What follows belongs to an exercise in optimizing a design on an open flow for small area, a short achievable clock period and few clock cycles; a production flow would make more cautious choices. The RTL was checked by simulation tests, not by an equivalence proof against the original design. Power figures rest on the tool's default switching activity, not on a simulated workload.

`design/flow/constraint.sdc`:
```
create_clock -name core_clock -period 9.0 [get_ports {clk}]
set_input_delay 1.8000 -clock core_clock [delete_from_list [all_inputs] [get_ports {clk}]]
set_output_delay 1.8000 -clock core_clock [all_outputs]
set_load 0.01 [all_outputs]
```
`design/flow/design.v`:
```
package stp_pkg;
  localparam int REQ_W        = 3;
  localparam int VEL_W        = 24;
  localparam int VAL_W        = 32;
  localparam int POS_W        = 32;
  localparam int PERIOD_OUT_W = 24;
  localparam int SPR_W  = 16;
  localparam int MINP_W = 16;
  localparam int PW_W   = 8;
  localparam logic [SPR_W-1:0]  SPR_RST  = 16'd200;
  localparam logic [MINP_W-1:0] MINP_RST = 16'd100;
  localparam logic [PW_W-1:0]   PW_RST   = 8'd2;
  localparam int CFG_DATA_W = 32;
  localparam int CFG_ADDR_W = 4;
  localparam int REG_IDX_W  = 2;
  localparam logic [REG_IDX_W-1:0] REG_SPR  = 2'd0;
  localparam logic [REG_IDX_W-1:0] REG_MINP = 2'd1;
  localparam logic [REG_IDX_W-1:0] REG_PW   = 2'd2;
  localparam int PERIOD_BITS_DEF = 24;
  localparam int DEN_W           = SPR_W + VEL_W;
  localparam int DVS_W           = DEN_W + 1;
  localparam logic [DEN_W-1:0] TWO_TICKS_Q16 = 40'd131072000000;
  localparam int ENTRY_W     = 3 + 1 + VEL_W + VAL_W;
  localparam int QUEUE_DEPTH = 2;
  localparam logic [REQ_W-1:0] REQ_TICK    = 3'd0;
  localparam logic [REQ_W-1:0] REQ_VEL     = 3'd1;
  localparam logic [REQ_W-1:0] REQ_MOVE_AB = 3'd2;
  localparam logic [REQ_W-1:0] REQ_MOVE_RL = 3'd3;
  localparam logic [REQ_W-1:0] REQ_ENABLE  = 3'd4;
  localparam logic [REQ_W-1:0] REQ_DISABLE = 3'd5;
  typedef logic [2:0] cmd_t;
  localparam cmd_t CMD_NOP      = 3'd0;
  localparam cmd_t CMD_TICK     = 3'd1;
  localparam cmd_t CMD_RUN      = 3'd2;
  localparam cmd_t CMD_HALT     = 3'd3;
  localparam cmd_t CMD_MOVE_ABS = 3'd4;
  localparam cmd_t CMD_MOVE_REL = 3'd5;
  localparam cmd_t CMD_ENABLE   = 3'd6;
  localparam cmd_t CMD_DISABLE  = 3'd7;
  typedef struct packed {
    cmd_t             cmd;
    logic             fwd;
    logic [VEL_W-1:0] mag;
    logic [VAL_W-1:0] value;
  } q_entry_t;
  typedef struct packed {
    logic [SPR_W-1:0]  spr;
    logic [MINP_W-1:0] min_period;
    logic [PW_W-1:0]   pulse_width;
  } cfg_t;
endpackage
module stepper_step_pulse_generator #(
  parameter int PERIOD_BITS = 24
) (
  input  logic        clk,
  input  logic        rst_n,
  input  logic        in_valid,
  output logic        in_ready,
  input  logic [2:0]  in_req_type,
  input  logic [23:0] in_velocity,
  input  logic [31:0] in_step_value,
  output logic        out_valid,
  input  logic        out_ready,
  output logic        out_step_level,
  output logic        out_dir_level,
  output logic        out_enable_n,
  output logic [31:0] out_position,
  output logic        out_is_moving,
  output logic [23:0] out_period_out,
  input  logic        psel,
  input  logic        penable,
  input  logic        pwrite,
  input  logic [3:0]  paddr,
  input  logic [31:0] pwdata,
  output logic [31:0] prdata,
  output logic        pready
);
  localparam logic [36:0] TWO_N = 37'h1E84800000;   
  localparam logic [36:0] K_RST = 37'd655360000;     
  logic [15:0] spr_r, minp_r;
  logic [7:0]  pw_r;
  logic        spr_wr, kst_r;
  logic [36:0] k_r;
  logic        kbusy_r;
  logic [23:0] r_r;
  logic [24:0] q_r;
  logic [5:0]  it_r;
  logic        frun_r, ffin_r, fdone_r, ovf_r, dbit_r;
  logic [31:0] pos_r, tgt_r;
  logic        seek_r, dir_r, moving_r, en_n_r, step_r;
  logic [23:0] period_r, rem_r;
  logic [7:0]  pulse_r;
  logic        out_valid_r;
  logic pready_r;
  assign pready = pready_r;
  assign spr_wr = psel && !penable && pwrite && (paddr[3:2] == 2'd0);
  always_ff @(posedge clk) begin
    if (!rst_n) begin
      spr_r  <= 16'd200;
      minp_r <= 16'd100;
      pw_r   <= 8'd2;
    end else begin
      if (spr_wr) spr_r <= pwdata[15:0];
      if (psel && penable && pwrite) begin
        case (paddr[3:2])
          2'd1: minp_r <= pwdata[15:0];
          2'd2: pw_r   <= pwdata[7:0];
          default: ;
        endcase
      end
    end
  end
  logic [2:0] rsel_r;
  always_ff @(posedge clk)
    if (psel && !penable)
      rsel_r <= {paddr[3:2] == 2'd2, paddr[3:2] == 2'd1, paddr[3:2] == 2'd0};
  assign prdata = {16'd0, ({16{rsel_r[0]}} & spr_r) | ({16{rsel_r[1]}} & minp_r)
                          | ({16{rsel_r[2]}} & {8'd0, pw_r})};
  logic [3:0]  a_r, b_r;        
  logic        sv_r, tld_r;     
  logic [2:0]  sc_r;            
  logic        srun_r;          
  logic        sfwd_r;          
  logic [23:0] sm_r;            
  logic [31:0] sval_r;
  logic in_tick, tick_in, cmd_in, accept, out_free, exec_tick, exec_cmd;
  logic vneg, vzero, run_in, s_move, s_rel, run_move, s_ready, f_start;
  logic tick_ok_r, azero_r, pend_r;
  logic [3:0] a_nx, b_nx;
  logic       sv_nx;
  assign in_tick   = (in_req_type == 3'd0);
  assign in_ready  = in_tick ? tick_ok_r : !sv_r;
  assign accept    = in_valid && in_ready;
  assign tick_in   = accept && in_tick;
  assign cmd_in    = accept && !in_tick;
  assign vneg      = in_velocity[23];
  assign vzero     = (in_velocity == 24'd0);
  assign s_move    = (sc_r[2:1] == 2'b01);
  assign s_rel     = sc_r[0];
  assign run_move  = s_move && srun_r;
  assign s_ready   = !srun_r || (fdone_r && (tld_r || !run_move));
  assign out_free  = !out_valid_r || out_ready;
  assign exec_tick = out_free && !azero_r;
  assign exec_cmd  = out_free && azero_r && sv_r && s_ready;
  assign run_in    = (in_req_type == 3'd1) ? !vzero
                   : (in_req_type[2:1] == 2'b01) ? (!vneg && !vzero) : 1'b0;
  always_comb begin
    if (exec_cmd) begin
      a_nx  = b_r + {3'd0, tick_in};
      b_nx  = '0;
      sv_nx = 1'b0;
    end else begin
      a_nx  = a_r - {3'd0, exec_tick} + {3'd0, tick_in && !sv_r};
      b_nx  = b_r + {3'd0, tick_in && sv_r};
      sv_nx = sv_r || cmd_in;
    end
  end
  logic go_nx;
  assign go_nx = (cmd_in ? run_in : pend_r) && !(kbusy_r && it_r != 6'd0) && !kst_r;
  always_ff @(posedge clk) begin
    if (!rst_n) begin
      a_r       <= '0;
      b_r       <= '0;
      sv_r      <= 1'b0;
      azero_r   <= 1'b1;
      tick_ok_r <= 1'b1;
      pend_r    <= 1'b0;
      f_start   <= 1'b0;
    end else begin
      a_r       <= a_nx;
      b_r       <= b_nx;
      sv_r      <= sv_nx;
      azero_r   <= (a_nx == 4'd0);
      tick_ok_r <= (a_r < 4'd14) && (b_r < 4'd14);
      pend_r    <= (cmd_in ? run_in : pend_r) && !go_nx;
      f_start   <= go_nx;
    end
  end
  always_ff @(posedge clk) begin
    if (cmd_in) begin
      sc_r   <= in_req_type;
      srun_r <= run_in;
      sfwd_r <= !vneg;
      sm_r   <= in_velocity ^ {24{!vneg}};
      sval_r <= in_step_value;
    end
  end
  logic [24:0] t_in, b_op;
  logic        cin, qbit, dbit_f, fast, ph_top, ph_mid;
  logic [5:0]  itk_nx;
  logic [25:0] diff;
  logic [5:0]  it_nx;
  assign dbit_f = ph_top ? k_r[24] : ph_mid ? k_r[23] : k_r[7];
  assign t_in   = f_start ? {1'b0, k_r[31:8]} : {r_r, kbusy_r ? dbit_r : dbit_f};
  assign b_op = kbusy_r ? {9'h1FF, ~spr_r} : {1'b1, sm_r};
  assign cin  = kbusy_r || sfwd_r;
  assign diff = {1'b0, t_in} + {b_op[24], b_op} + {25'd0, cin};
  assign qbit = !diff[25];
  assign fast = (k_r[36:32] == 5'd0) && !qbit;
  assign itk_nx = kst_r ? 6'd36 : it_r - 6'd1;
  always_comb begin
    if (kst_r)                           it_nx = 6'd36;
    else if (kbusy_r)                    it_nx = it_r - 6'd1;
    else if (f_start)                    it_nx = fast ? 6'd7 : 6'd24;
    else if (frun_r)                     it_nx = it_r - 6'd1;
    else                                 it_nx = it_r;
  end
  logic [24:0] q_rnd;
  logic [15:0] lo;
  logic        sat;
  logic [23:0] newp;
  assign q_rnd = {1'b0, q_r[24:1]} + {24'd0, q_r[0]};
  assign sat   = q_rnd[24] || ovf_r || (spr_r == 16'd0);
  assign lo    = (minp_r == 16'd0) ? 16'd1 : minp_r;
  assign newp  = sat ? 24'hFFFFFF : (q_rnd[23:0] < {8'd0, lo}) ? {8'd0, lo} : q_rnd[23:0];
  always_ff @(posedge clk) begin
    if (!rst_n) begin
      kbusy_r <= 1'b0;
      frun_r  <= 1'b0;
      ffin_r  <= 1'b0;
      fdone_r <= 1'b0;
      k_r     <= K_RST;
      pready_r <= 1'b1;
      kst_r    <= 1'b0;
    end else begin
      kst_r    <= spr_wr;
      pready_r <= !(spr_wr || kst_r || (kbusy_r && it_r != 6'd0)) || (itk_nx == 6'd22)
                  || (itk_nx == 6'd6);
      dbit_r <= TWO_N[itk_nx];
      it_r   <= it_nx;
      ph_top <= (it_nx == 6'd24);
      ph_mid <= (it_nx >= 6'd8);
      if (kst_r) begin
        kbusy_r <= 1'b1;
        r_r     <= '0;
      end else if (kbusy_r) begin
        r_r  <= qbit ? diff[23:0] : t_in[23:0];
        k_r  <= {k_r[35:0], qbit};
        if (it_r == 6'd0) kbusy_r <= 1'b0;
      end else if (f_start) begin
        q_r    <= '0;
        ovf_r  <= 1'b0;
        r_r    <= fast ? t_in[23:0] : {12'd0, k_r[36:25]};
        frun_r <= 1'b1;
      end else if (frun_r) begin
        r_r    <= qbit ? diff[23:0] : t_in[23:0];
        q_r    <= {q_r[23:0], qbit};
        ovf_r  <= ovf_r | (qbit & diff[24]);
        frun_r <= (it_r != 6'd0);
        ffin_r <= (it_r == 6'd0);
        if (ph_top) ;
        else if (ph_mid) k_r[23:8]  <= {k_r[22:8], k_r[23]};
        else             k_r[7:0]   <= {k_r[6:0], k_r[7]};
      end else if (ffin_r) begin
        q_r[23:0] <= newp;
        ffin_r    <= 1'b0;
        fdone_r   <= 1'b1;
      end else if (exec_cmd) begin
        fdone_r <= 1'b0;
      end
    end
  end
  logic [31:0] sum, target;
  logic        ld_tgt, eq, gt;
  logic [7:0]  pulse_dec;
  assign ld_tgt    = sv_r && run_move && azero_r && !tld_r;
  assign sum       = pos_r + (azero_r ? sval_r : {{31{!dir_r}}, 1'b1});
  assign target    = s_rel ? sum : sval_r;
  assign eq        = (pos_r == tgt_r);
  assign gt        = $signed(tgt_r) > $signed(pos_r);
  assign pulse_dec = pulse_r - 8'd1;
  always_ff @(posedge clk) begin
    if (!rst_n) begin
      pos_r       <= '0;
      tgt_r       <= '0;
      tld_r       <= 1'b0;
      seek_r      <= 1'b0;
      dir_r       <= 1'b0;
      moving_r    <= 1'b0;
      en_n_r      <= 1'b1;
      period_r    <= '0;
      pulse_r     <= '0;
      step_r      <= 1'b0;
      out_valid_r <= 1'b0;
    end else begin
      out_valid_r <= exec_tick || exec_cmd || (out_valid_r && !out_ready);
      if (ld_tgt) begin
        tgt_r <= target;
        tld_r <= 1'b1;
      end
      if (exec_tick) begin
        if (pulse_r != 8'd0) begin
          pulse_r <= pulse_dec;
          if (pulse_dec == 8'd0) step_r <= 1'b0;
        end
        if (moving_r) begin
          if (rem_r != 24'd1) begin
            rem_r <= rem_r - 24'd1;
          end else begin
            rem_r <= period_r;
            if (seek_r && eq) begin
              moving_r <= 1'b0;
              period_r <= '0;
            end else begin
              step_r  <= 1'b1;
              pulse_r <= (pw_r == 8'd0) ? 8'd1 : pw_r;
              pos_r   <= sum;
            end
          end
        end
      end
      if (exec_cmd) begin
        tld_r <= 1'b0;
        case (sc_r)
          3'd1, 3'd2, 3'd3: begin
            if (!srun_r || (run_move && eq)) begin
              moving_r <= 1'b0;
              period_r <= '0;
              tgt_r    <= pos_r;
              seek_r   <= 1'b1;
            end else begin
              seek_r   <= run_move;
              dir_r    <= run_move ? gt : sfwd_r;
              moving_r <= 1'b1;
              period_r <= q_r[23:0];
              if (q_r[23:0] != period_r) rem_r <= q_r[23:0];
            end
          end
          3'd4: en_n_r <= 1'b0;
          3'd5: begin
            moving_r <= 1'b0;
            period_r <= '0;
            en_n_r   <= 1'b1;
          end
          default: ;
        endcase
      end
    end
  end
  assign out_valid      = out_valid_r;
  assign out_step_level = step_r;
  assign out_dir_level  = dir_r;
  assign out_enable_n   = en_n_r;
  assign out_position   = pos_r;
  assign out_is_moving  = moving_r;
  assign out_period_out = period_r;
endmodule
```
`design/flow/config.mk`:
```
export PLATFORM = sky130hd
export DESIGN_NAME = stepper_step_pulse_generator
export DESIGN_NICKNAME = stepper_step_pulse_generator
export VERILOG_FILES = /design/flow/design.v
export SDC_FILE = /design/flow/constraint.sdc
export NUM_CORES = 4
export LEC_CHECK = 0
export CAP_MARGIN = 20
export CORE_MARGIN = 2
export CORE_UTILIZATION = 40
export CTS_CLUSTER_DIAMETER = 100
export CTS_CLUSTER_SIZE = 20
export SETUP_SLACK_MARGIN = 4.8
export SLEW_MARGIN = 20
```
`design/flow/flow/run.sh`:
```
#!/bin/bash
# The standard layout (standard.sh), with the port buffers that buffer_ports
# inserts on every input and output made the platform's smallest buffer,
# sky130_fd_sc_hd__buf_1, instead of its default choice (clkdlybuf4s50_1).
# Timing repair still resizes any port buffer on a critical path.
set -euo pipefail
export BUFFER_PORTS_ARGS="-buffer_cell sky130_fd_sc_hd__buf_1"
bash standard.sh > standard.log 2>&1
```
`design/flow/standard.sh`:
```
#!/bin/bash
# synth_recipe.tcl (not shown) runs the flow's synth.tcl, then flattens the netlist and writes it again
# the make line also repeats each setting of config.mk as NAME=value (left out here)
make -C /OpenROAD-flow-scripts/flow DESIGN_CONFIG=/design/flow/config.mk WORK_HOME=/design/flow/orfs CLKGATE_MAP_FILE= SYNTH_SCRIPT=/design/flow/synth_recipe.tcl "${@:-finish}"
```
==> run summary, run 1 <==
* Footprint of the multi-input gates at about 12000 um2
* Setup TNS at 0 ps
* Hpwl dp at approximately 46 mm
* Min Tclk post-route at between 4000 and 5000 ps
* Die width at roughly 240 um
* Lkg Pwr at slightly below 0.009 uW
* Via Count at roughly 19000
* CTS Root Cell: clkbuf_16
* All-layer global routing usage at between 20 and 25%
* Antenna viol nets, final at 0
* Sequential element share of the synthesized area at between 30% and 40%
* Async S/R FF share, synth at 0%
* Nets@finish at between 2000 and 3000
* Die height at 235 um
* Antenna violations before repair at 12
* Reg-to-reg endpoint: ph_mid
* Number of synthesis warnings at 1
* Remaining DRCs at 0
* Hold Crit Class: reg -> reg
* FF-to-FF Start: f_start
* Layout cell share with drive strength beyond 1 at 7.30%
* Crit path cell chain: buf_8 -> nor3_4 -> nand2_1 -> o21ai_2 -> buf_2
* Final core occ at between 40% and 50%
* Pin count of the biggest net entering global routing at between 60 and 70
* Clock latency on the worst-skew pair at approximately 570 ps
* Setup slack after placement at between 4000 and 5000 ps
* Final Cycle Share at 47.5%
* Slew HR at approximately 36%
* Worst Hold Endpoint: seek_r
* Hold-fix buffers, CTS at 0
* Worst EP required at between 7000 and 8000 ps
* Clock-pin slew on the worst setup and hold paths at roughly 90 ps
* Vias in the first global route at roughly 18000
* DIE AREA at roughly 55000 um2
* Area Growth Syn to Fin at 10.2%
* CTS buffer count at 22
* Gr ovfl total at 0
* Layout fillers at around 5100
* Worst-case reg-to-reg path depth at 12
* CP Launch Type: input pin
* Setup crit end kind: output pin
* Core footprint at around 53000 um2
* Num ports at about 200
* H-tree depth at 1
* Global-route wire length before repair at approximately 100 mm
* Final Max Tran Viols at 0
* Worst stage delay on the critical path at 220 ps
* Final Worst Setup Slack at 4720 ps
* Post-synth top flop: dfxtp_1
* Peak VDD IR at ~0.00019 V
* Critical Path Fanout Max at 3
* Post-synth cell types at between 80 and 90
* TritonCTS clock tree: yes
* 1st-pass router iterations at 8
* Sink Count at ~350
* Worst-margin pin slew at about 960 ps
* Row Count at 84
* Syn avg cell area at roughly 8.7 um2
* Achievable Freq at approximately 230 MHz
* Reg area at roughly 8400 um2
* RSZ-0062 raised after global routing: yes
* Final-report setup violation count at 0
* Critical path class: in -> out
* Syn Inst Count at about 2500
* Register bit total from synthesis at 345
* IO Port Bufs at 162
* Worst Hold Launch: seek_r
* Total Routed Length at 64.4 mm
* Cell Area, Synth at ~21000 um2
* Worst hold stages at 2
* Layout Skew at 24.4 ps
* Starting DRT DRC Count at 1453
* R2R setup slack at 4940 ps
* Status: complete, no violations
* Critical Path AT at between 2000 and 2500 ps
* Initial Util at between 40% and 50%
* Gp weighted congestion at 0.930
* Fin. Hold Viols at 0
* Slowest CP cell: nor3_4
* Number of synthesized flops with an enable pin at roughly 150
* Post-DR vias/cell at between 5 and 6
* Max-Cap Viols at 0
* Pwr dens at between 150 and 200 nW/um2
* CTS Buffer Depth at 3
* Routed WL per cell at a little under 20 um
[area by class of cell]
| type | instances | area share, % |
|---|---|---|
| Antenna cell | 4 | 0.0425 |
| Clock buffer | 35 | 2.82 |
| Clock inverter | 4 | 0.149 |
| Inverter | 128 | 2.07 |
| Multi-Input combinational cell | 1854 | 51.2 |
| Sequential cell | 345 | 35.6 |
| Tap cell | 688 | 3.66 |
| Timing Repair Buffer | 208 | 4.50 |
| Timing Repair inverter | 1 | 0.0319 |
[cell usage in the layout, fill, tap and decap left out, types with 14 or more instances in the layout]
master     instances
a22oi_1           28
nor3_1            54
nand4_1           30
nand2_1          316
nor2b_1           16
o21a_1            14
xor2_1            39
buf_4             38
dfxtp_1          196
mux2_2            30
a221oi_1          22
o21ai_0          113
a31oi_1           16
nor2_1           212
buf_1            157
nor4_1            24
nand2b_1          19
a21o_1            63
a21oi_1          211
clkbuf_16         26
o211ai_1          29
inv_1            127
edfxtp_1         146
mux2i_1           50
xnor2_1           92
or2_2             19
ha_1             120
conb_1            17
nand3_1           47
a211oi_1          43
[synth_stat cells (12+ instances only)]
cell | n | area [um2]
or2_2 | 19 | 119
nand4_1 | 30 | 188
nor2b_1 | 17 | 106
nand2b_1 | 19 | 119
o211ai_1 | 29 | 218
mux2i_1 | 50 | 500
ha_1 | 120 | 1500
mux2_2 | 30 | 338
o21a_1 | 14 | 105
nor2_1 | 217 | 815
xor2_1 | 39 | 342
a21oi_1 | 213 | 1070
buf_4 | 18 | 135
a31oi_1 | 17 | 106
o221ai_1 | 13 | 114
a211oi_1 | 45 | 338
and3_1 | 13 | 81.3
nand3_1 | 48 | 240
a21o_1 | 63 | 473
inv_1 | 127 | 477
a221oi_1 | 22 | 193
a22o_1 | 12 | 105
buf_1 | 17 | 63.8
xnor2_1 | 92 | 806
nor4_1 | 26 | 163
nand2_1 | 318 | 1190
clkbuf_1 | 113 | 424
o21ai_0 | 117 | 586
edfxtp_1 | 146 | 4380
or3_1 | 12 | 75.1
dfxtp_1 | 199 | 3980
nor3_1 | 56 | 280
a22oi_1 | 28 | 210
[per-stage QoR]
stage	total power (uW)	hold slack, ps	instance area [um2]	instances
final	4100	476	23500	3267
after global routing	4330	511	23500	3265
after CTS	4110	470	23300	3250
after detailed placement	3000	455	22500	3206
after global placement	2970	454	22500	3206
after floorplan	2720	433	21400	2485
[sequential cells by signal (all words and copies together), names as in the netlist, 3 cells and up]
signal and cells:
minp_r 16, r_r 24, spr_r 16, pulse_r 8
rsel_r 3, k_r 37, period_r 24, rem_r 24
pw_r 8, sc_r 3, sm_r 23, sval_r 32
q_r 25, tgt_r 32, a_r 4, b_r 4
it_r 6, pos_r 32
[power by group]
group | switching [uW] | internal, uW | total, uW
Sequential | 74.8 | 1730 | 1810
Combinational | 714 | 480 | 1190
Clock | 585 | 517 | 1100
[what timing repair did]
action,4_1_cts,5_1_grt
buffers inserted,4,11
cloned,1,1
setup endpoints to repair,64,59
endpoints found under the hold margin,0,0
pin swaps,2,1
resized for setup,31,19
[cell families after synthesis]
kind of cell,share of synthesized area [%]
DFF,39.2
adders and majority gates,7.40
and+or+nand+nor,17.8
other,0.0351
AOI/OAI and AO/OA,20.9
xor gates and xnor gates,5.37
buffers and inverters,5.43
muxes,3.92
[how the worst max path moves through the flow]
stage / from / endpoint / slack (ps) / cells after the start
final: in_req_type[0] / in_ready / 4720 / 5
after global routing: in_req_type[0] / in_ready / 4700 / 5
after CTS: in_req_type[0] / in_ready / 4710 / 5
after detailed placement: out_ready / period_r[20] / 4040 / 8
after global placement: out_ready / period_r[17] / 4110 / 8
after floorplan: in_req_type[0] / in_ready / 4760 / 2
[metal layers]
layer	vias to the layer above	part of all wire, %	GRT usage [%]
met3	122	6.6	4.27
met1	9054	42	28.4
met2	585	47	38.3
li1	9061	-	-
met4	18	3.6	7.38
met5	-	0.16	0
[worst max-delay path: cells and delay by family]
kind                   cells  cell delay (ps)
AOI/OAI and AO/OA          1               90
and+or+nand+nor            2              320
buffers and inverters      2              270
Testbench counts, summed over its fixed seeds: cycles 21,559.
==> inputs of run 2 (changes only) <==
--- a/design/flow/design.v
+++ b/design/flow/design.v
@@ -264,10 +264,11 @@
   logic        ld_tgt, eq, gt;
   logic [7:0]  pulse_dec;
   assign ld_tgt    = sv_r && run_move && azero_r && !tld_r;
-  assign sum       = pos_r + (azero_r ? sval_r : {{31{!dir_r}}, 1'b1});
+  assign sum       = pos_r + (!azero_r ? {{31{!dir_r}}, 1'b1} : tld_r ? ~tgt_r : sval_r)
+                     + {31'd0, azero_r && tld_r};
   assign target    = s_rel ? sum : sval_r;
   assign eq        = (pos_r == tgt_r);
-  assign gt        = $signed(tgt_r) > $signed(pos_r);
+  assign gt        = sum[31] ^ ((pos_r[31] != tgt_r[31]) && (sum[31] != pos_r[31]));
   assign pulse_dec = pulse_r - 8'd1;
   always_ff @(posedge clk) begin
     if (!rst_n) begin
@@ -316,7 +317,6 @@
             if (!srun_r || (run_move && eq)) begin
               moving_r <= 1'b0;
               period_r <= '0;
-              tgt_r    <= pos_r;
               seek_r   <= 1'b1;
             end else begin
               seek_r   <= run_move;
==> design/flow/run.sh (new file) <==
#!/bin/bash
# synth_recipe.tcl (not shown) runs the flow's synth.tcl, then flattens the netlist and writes it again
# the make line also repeats each setting of config.mk as NAME=value (left out here)
make -C /OpenROAD-flow-scripts/flow DESIGN_CONFIG=/design/flow/config.mk WORK_HOME=/design/flow/orfs CLKGATE_MAP_FILE= SYNTH_SCRIPT=/design/flow/synth_recipe.tcl finish
--- a/design/flow/config.mk
+++ b/design/flow/config.mk
@@ -5,10 +5,10 @@
 export SDC_FILE = /design/flow/constraint.sdc
 export NUM_CORES = 4
 export LEC_CHECK = 0
-export CAP_MARGIN = 20
+export CAP_MARGIN = 5
 export CORE_MARGIN = 2
 export CORE_UTILIZATION = 40
 export CTS_CLUSTER_DIAMETER = 100
 export CTS_CLUSTER_SIZE = 20
 export SETUP_SLACK_MARGIN = 4.8
-export SLEW_MARGIN = 20
+export SLEW_MARGIN = 5
removed: design/flow/flow/run.sh
removed: design/flow/standard.sh
==> run summary, run 2 <==
* Final-report setup violation count at 0 (unchanged)
* Achievable Freq at 233 MHz (was 234 MHz)
* Min Tclk post-route at 4300 ps (was 4280 ps)
* 1st-pass router iterations at 5 (was 8)
* Lkg Pwr at 0.00940 uW (was 0.00867 uW)
* Slew HR at 19.0% (was 35.5%)
* Hpwl dp at 45.8 mm (was 46.4 mm)
* Register bit total from synthesis at 345 (unchanged)
* Area Growth Syn to Fin at 16.5% (was 10.2%)
* Crit path to: in_ready (unchanged)
* Most common cell after layout, fill and taps aside: nand2_1 (unchanged)
* DIE AREA at 54300 um2 (was 55300 um2)
* Hold Crit Class: reg -> reg (unchanged)
* Die width at 233 um (was 235 um)
* Pwr dens at 158 nW/um2 (was 174 nW/um2)
* Top cells by count, synth: nand2_1 (294), a21oi_1 (228), dfxtp_1 (199) (was nand2_1 (318), nor2_1 (217), a21oi_1 (213))
* Post-synth cell types at 79 (was 83)
* Flip-flop count of the largest register after layout at 37 (unchanged)
* Peak VDD IR at 0.000117 V (was 0.000187 V)
* Sink Count at 345 (unchanged)
* CTS buffer count at 21 (was 22)
* Critical path class: in -> out (unchanged)
* Cell taking the most area after synthesis: edfxtp_1 (unchanged)
* Worst-case reg-to-reg path depth at 18 (was 12)
* Pin count of the biggest net entering global routing at 68 (was 64)
* Layout Skew at 19.1 ps (was 24.4 ps)
* TritonCTS clock tree: yes (unchanged)
* Gr ovfl total at 0 (unchanged)
* Via Count at 18400 (was 18800)
* CTS Buffer Depth at 3 (unchanged)
* Async S/R FF share, synth at 0% (unchanged)
* Top cell type's share of synthesized area at 20.9% (was 20.5%)
* Die height at 233 um (was 235 um)
* Row Count at 83 (was 84)
* Syn Inst Count at 2390 (was 2470)
* Clock latency on the worst-skew pair at 560 ps (was 570 ps)
* Final core occ at 47.4% (was 44.7%)
* Setup TNS at 0 ps (unchanged)
* Remaining DRCs at 0 (unchanged)
* Number of synthesis warnings at 1 (unchanged)
* Final Cycle Share at 47.7% (was 47.5%)
* Post-DR vias/cell at 5.78 (was 5.77)
* H-tree depth at 1 (unchanged)
* Worst setup startpoint: in_req_type[2] (was in_req_type[0])
* Layout cell share with drive strength beyond 1 at 8.53% (was 7.30%)
* All-layer global routing usage at 23.3% (was 22.4%)
* Sequential element share of the synthesized area at 39.8% (was 39.2%)
* CTS Root Cell: clkbuf_16 (unchanged)
* Critical Path AT at 2500 ps (was 2480 ps)
* Starting DRT DRC Count at 1549 (was 1453)
* Post-synth top flop: dfxtp_1 (unchanged)
* FF-to-FF Start: q_r[1] (was f_start)
* Worst-margin pin slew at 1210 ps (was 965 ps)
* Top post-synthesis cells by area: edfxtp_1 (21%), dfxtp_1 (19%), a21oi_1 (5.4%) (was edfxtp_1 (21%), dfxtp_1 (19%), ha_1 (7.0%))
* Num ports at 197 (unchanged)
* RSZ-0062 raised after global routing: yes (unchanged)
* Clock-pin slew on the worst setup and hold paths at 90 ps (about the same)
* Critical Path Fanout Max at 4 (was 3)
* Max-Cap Viols at 0 (unchanged)
* Most common cell in the netlist: nand2_1 (unchanged)
* Nets@finish at 2678 (was 2786)
* Setup slack after placement at 3700 ps (was 4040 ps)
* Final Max Tran Viols at 0 (unchanged)
* Commonest cells after routing, fill and taps aside: nand2_1 (291), a21oi_1 (227), dfxtp_1 (196), nor2_1 (165), clkdlybuf4s50_1 (155) (was nand2_1 (316), nor2_1 (212), a21oi_1 (211), dfxtp_1 (196), buf_1 (157))
* R2R setup slack at 4890 ps (was 4940 ps)
* Core footprint at 51600 um2 (was 52700 um2)
* Setup crit end kind: output pin (unchanged)
* Global-route wire length before repair at 101 mm (about the same)
* Status: complete, no violations (unchanged)
* Routed WL per cell at 20.4 um (was 19.7 um)
* CP Launch Type: input pin (unchanged)
* Worst EP required at 7200 ps (about the same)
* Reg-to-reg endpoint: q_r[13] (was ph_mid)
* Antenna viol nets, final at 0 (unchanged)
* Final Worst Setup Slack at 4700 ps (was 4720 ps)
* Fin. Hold Viols at 0 (unchanged)
* Cell Area, Synth at 21000 um2 (was 21400 um2)
* Biggest register: k_r (unchanged)
* IO Port Bufs at 162 (unchanged)
* Antenna violations before repair at 0 (was 12)
* Number of synthesized flops with an enable pin at 146 (unchanged)
* Gp weighted congestion at 0.908 (was 0.930)
* Syn avg cell area at 8.79 um2 (was 8.65 um2)
* Initial Util at 40.7% (was 40.6%)
* Total Routed Length at 64.8 mm (was 64.4 mm)
* Vias in the first global route at 17600 (was 18100)
## run 2: where the power goes
group          leakage, uW  internal, uW  switching, uW  total, uW
Sequential         0.00298          1730           75.3       1800
Clock             0.000295           449            566       1010
Combinational      0.00613           430            608       1040
Total              0.00940          2610           1250       3860
## run 2: logic make-up (layout without fill, tap and decap cells)
logic type / after synthesis / after routing / share of synthesized area [%]
and+or+nand+nor: 739 / 739 / 16.4
AOI/OAI and AO/OA: 673 / 673 / 20.7
buffers and inverters: 262 / 355 / 5.05
muxes: 114 / 114 / 5.61
other: 2 / 18 / 0.0358
adders and majority gates: 92 / 92 / 5.66
xor gates and xnor gates: 163 / 163 / 6.80
DFF: 345 / 345 / 39.8
## run 2: how the worst min path moves through the flow
stage	from	end	slack, ps	depth (start not counted)
global placement	k_r[0]	k_r[0]	450	2
global route	fdone_r	fdone_r	490	2
finish	k_r[0]	k_r[0]	460	2
detailed placement	k_r[0]	k_r[0]	450	2
floorplan	k_r[0]	k_r[0]	430	2
CTS	k_r[0]	k_r[0]	460	2
## run 2: what timing repair did
item	in CTS	in global routing
cloned	0	1
setup buffers	11	13
hold buffers	0	0
pin swaps	5	24
gates resized for setup	27	89
endpoints found under the setup margin	141	96
## run 2: layout make-up
cell class | instances | area (um2)
antenna | 1 | 2.50
clock buffer | 33 | 581
clock inverter | 4 | 20.0
fill | 4874 | 27200
inverter | 104 | 397
multi-input combinational | 1798 | 12200
sequential | 345 | 8370
tap | 680 | 851
timing repair buffer | 214 | 2070
## run 2: critical path, cell delays in order
cell	delay [ps]
clkbuf_2	120
nor3_4	270
nand2_1	80
o21ai_1	80
buf_2	150
## run 2: metal layers
metal / vias up / GRT usage [%] / routed length [um]
met5: - / 0 / 0
met4: 0 / 5.18 / 1410
met3: 81 / 2.77 / 3940
met2: 581 / 37.9 / 29500
met1: 8894 / 33.1 / 30000
li1: 8808 / - / -
## run 2: stage by stage
step                instances  hold WS (ps)  area [um2]  power (uW)
global placement         3116           446       23100        2820
global route             3178           489       24500        4070
finish                   3179           459       24500        3860
floorplan                2405           431       21100        2560
detailed placement       3116           449       23100        2830
CTS                      3164           462       23900        3860
Testbench counts of run 2, summed over its fixed seeds: cycles 21,559.

==> what the ideal ports hide <==
No port has a modelled driver above. Below, the same layouts with a new extraction and two added sets of constraints. Step 1 (the two cells are an assumption about what drives the block):
set clk [get_ports {clk}]
set_driving_cell -lib_cell sky130_fd_sc_hd__clkbuf_16 $clk
set_driving_cell -lib_cell sky130_fd_sc_hd__buf_2 [delete_from_list [all_inputs] $clk]
Step 2, shift: input delay + t, output delay - t, t = (earliest + latest rising clock arrival at the registers) / 2. This alone moves slack from input paths to output paths. Slacks: ideal ports / drivers / drivers and shift; pairs: ideal ports / drivers.
| run | t, ns | setup WS [ns] | worst hold slack (ns) | worst register clock-pin slew, ns | worst data-port slew with drivers (ns) |
|---|---|---|---|---|---|
| run 1 | 0.617 | 4.722 / 4.684 / 4.359 | 0.476 / 0.476 / 0.476 | 0.10 / 0.10 | 0.13 |
| run 2 | 0.607 | 4.705 / 4.685 / 4.382 | 0.459 / 0.459 / 0.459 | 0.10 / 0.10 | 0.05 |
After both steps setup and hold are still met in every run listed. For run 1, which loses most, drivers alone change the setup slack by -0.038 ns; drivers and shift together by -0.363 ns.
